This design comes from an exercise in tuning for small area, a short achievable clock period and few clock cycles per item on the open sky130 flow, not from production work.
The RTL was checked by simulation tests, not by an equivalence proof against the original design.
Power is estimated from default activity; no workload was simulated.

## sorted_list_union_merge
module sorted_list_union_merge
#(
    parameter int DEPTH = slum_pkg::LIST_DEPTH
)
(
    input  logic    clk,
    input  logic    rst_n,
    input  logic    push,
    output logic    full,
    input  logic [33:0] item,
    output logic    empty,
    input  logic    pop,
    output logic [34:0] result
);
For scale: ~1200 flip-flops, roughly 45000 um2 of cells after synthesis.
==> flow/config.mk <==
export PLATFORM = sky130hd
export DESIGN_NAME = sorted_list_union_merge
export DESIGN_NICKNAME = sorted_list_union_merge
export VERILOG_FILES = /design/flow/design.v
export SDC_FILE = /design/flow/constraint.sdc
export NUM_CORES = 4
export LEC_CHECK = 0
export CAP_MARGIN = 20
export CORE_MARGIN = 2
export CORE_UTILIZATION = 45
export CTS_CLUSTER_DIAMETER = 90
export CTS_CLUSTER_SIZE = 28
export SETUP_SLACK_MARGIN = 3.3
export SLEW_MARGIN = 20
export TNS_END_PERCENT = 0
==> flow/constraint.sdc <==
create_clock -name core_clock -period 5.0 [get_ports {clk}]
set_input_delay 1.0000 -clock core_clock [delete_from_list [all_inputs] [get_ports {clk}]]
set_output_delay 1.0000 -clock core_clock [all_outputs]
set_load 0.01 [all_outputs]
run.sh (not shown) runs the stock make flow with config.mk's settings and CLKGATE_MAP_FILE= SYNTH_SCRIPT=/design/flow/synth_recipe.tcl, a recipe that flattens the netlist after the stock synthesis.
The first run passed the timing, design-rule and antenna checks.
Testbench counts at the start, summed over its fixed seeds: cycles 8,656, results 6,673.
Edit:
--- a/flow/config.mk
+++ b/flow/config.mk
@@ -11,5 +11,6 @@
 export CTS_CLUSTER_DIAMETER = 90
 export CTS_CLUSTER_SIZE = 28
-export SETUP_SLACK_MARGIN = 3.3
+export GPL_ROUTABILITY_DRIVEN = 0
+export SETUP_SLACK_MARGIN = 2.9
 export SLEW_MARGIN = 20
 export TNS_END_PERCENT = 0
=>
- synthesized cell count stays the same
- clock power grows by a few percent
- via count increases slightly
- synthesized area does not change
Edit:
--- a/flow/config.mk
+++ b/flow/config.mk
@@ -8,8 +8,7 @@
 export CAP_MARGIN = 20
 export CORE_MARGIN = 2
-export CORE_UTILIZATION = 45
-export CTS_CLUSTER_DIAMETER = 90
-export CTS_CLUSTER_SIZE = 28
-export GPL_ROUTABILITY_DRIVEN = 0
+export CORE_UTILIZATION = 50
+export CTS_CLUSTER_DIAMETER = 80
+export CTS_CLUSTER_SIZE = 24
 export SETUP_SLACK_MARGIN = 2.9
 export SLEW_MARGIN = 20
Die area came out lower by 9.9%.
Combinational power came out lower by about 2%.
Global-route usage came out higher by 2.3 points.
Setup slack degrades by 0.066 ns.
Edit:
--- a/flow/config.mk
+++ b/flow/config.mk
@@ -8,7 +8,7 @@
 export CAP_MARGIN = 20
 export CORE_MARGIN = 2
-export CORE_UTILIZATION = 50
-export CTS_CLUSTER_DIAMETER = 80
-export CTS_CLUSTER_SIZE = 24
+export CORE_UTILIZATION = 45
+export CTS_CLUSTER_DIAMETER = 90
+export CTS_CLUSTER_SIZE = 28
 export SETUP_SLACK_MARGIN = 2.9
 export SLEW_MARGIN = 20
Effect:
- The changed run completed without violations
- sequential cell count is unchanged
- routed wire length goes down by 1.1%
- power goes down by 0.84%
Edit:
--- a/flow/config.mk
+++ b/flow/config.mk
@@ -9,6 +9,6 @@
 export CORE_MARGIN = 2
 export CORE_UTILIZATION = 45
-export CTS_CLUSTER_DIAMETER = 90
-export CTS_CLUSTER_SIZE = 28
+export CTS_CLUSTER_DIAMETER = 80
+export CTS_CLUSTER_SIZE = 24
 export SETUP_SLACK_MARGIN = 2.9
 export SLEW_MARGIN = 20
Result: Clock power is higher by 5.6%; die area does not change; flip-flop and latch count stays the same; design area is higher by about 0.8%.
Edit:
--- a/flow/config.mk
+++ b/flow/config.mk
@@ -8,8 +8,8 @@
 export CAP_MARGIN = 20
 export CORE_MARGIN = 2
-export CORE_UTILIZATION = 45
+export CORE_UTILIZATION = 55
 export CTS_CLUSTER_DIAMETER = 80
 export CTS_CLUSTER_SIZE = 24
 export SETUP_SLACK_MARGIN = 2.9
 export SLEW_MARGIN = 20
-export TNS_END_PERCENT = 0
+export TNS_END_PERCENT = 2
What happened: The new run went through all stages and came out clean; wire length increases by 1.5%; global-route usage went up by 5.6 points; power climbs by 1.3%; clock skew is lower by 0.0037 ns; sequential share of layout area decreases by 0.89 points; synthesized cell count stays the same; core utilization is higher by 12 points.

* * *

sorted_list_union_merge again, from the RTL that the note above started with.
Settings: LEC_CHECK=0, CAP_MARGIN=5, CORE_MARGIN=2, CORE_UTILIZATION=45, CTS_CLUSTER_DIAMETER=80, CTS_CLUSTER_SIZE=24, SETUP_SLACK_MARGIN=2.9, SLEW_MARGIN=5, TNS_END_PERCENT=0; clock period 5.0 ns.
Testbench counts at the start, summed over its fixed seeds: cycles 8,656, results 6,673.
Rerun with:
- CAP_MARGIN: 5 -> 20
- PLACE_DENSITY: unset -> 0.75
- SLEW_MARGIN: 5 -> 20
Effect:
- cell area rises slightly
- routed wire length falls slightly
- non-clock buffer count rises by 28
- power rises slightly
- final cell count rises slightly
- core utilization rises by 0.46 points
- hold slack degrades by 140 ps
- synthesized area is unchanged
- worst setup slack degrades by 140 ps
- via count rises by a few percent
- register-to-register slack degrades by 140 ps

==> afterwards: timing with drivers on the ports <==
The flow's constraints put no driver on any port. The routed layouts listed below were extracted and timed again, unchanged, in two steps. Step 1 (the two cells are an assumption about what drives the block):
set clk [get_ports {clk}]
set_driving_cell -lib_cell sky130_fd_sc_hd__clkbuf_16 $clk
set_driving_cell -lib_cell sky130_fd_sc_hd__buf_2 [delete_from_list [all_inputs] $clk]
Step 2 times the ports against the registers' clock, not the clock port: input delays grow and output delays shrink by t, the midpoint of the rising clock arrivals with the driver on. a / b / c = ideal / step 1 / step 2; a / b = the first two.
run | t (ns) | slack for setup (ns) | latest minus earliest clock arrival (ns)
the first run of note 1 | 0.733 | 2.712 / 2.645 / 1.998 | 0.038 / 0.038
the second run of note 1 | 0.737 | 2.679 / 2.664 / 1.927 | 0.064 / 0.064
the third run of note 1 | 0.725 | 2.613 / 2.613 / 1.977 | 0.028 / 0.028
the fourth run of note 1 | 0.733 | 2.712 / 2.645 / 1.998 | 0.038 / 0.038
the fifth run of note 1 | 0.728 | 2.703 / 2.661 / 2.011 | 0.045 / 0.045
the sixth run of note 1 | 0.714 | 2.648 / 2.648 / 1.990 | 0.044 / 0.045
the first run of note 2 | 0.728 | 2.703 / 2.661 / 2.011 | 0.045 / 0.045
the second run of note 2 | 0.716 | 2.566 / 2.531 / 1.815 | 0.058 / 0.058
After both steps every run listed still meets setup and hold. The setup slack of the second run of note 1, which loses most, moves by -0.015 ns with the drivers and by -0.752 ns with both steps.
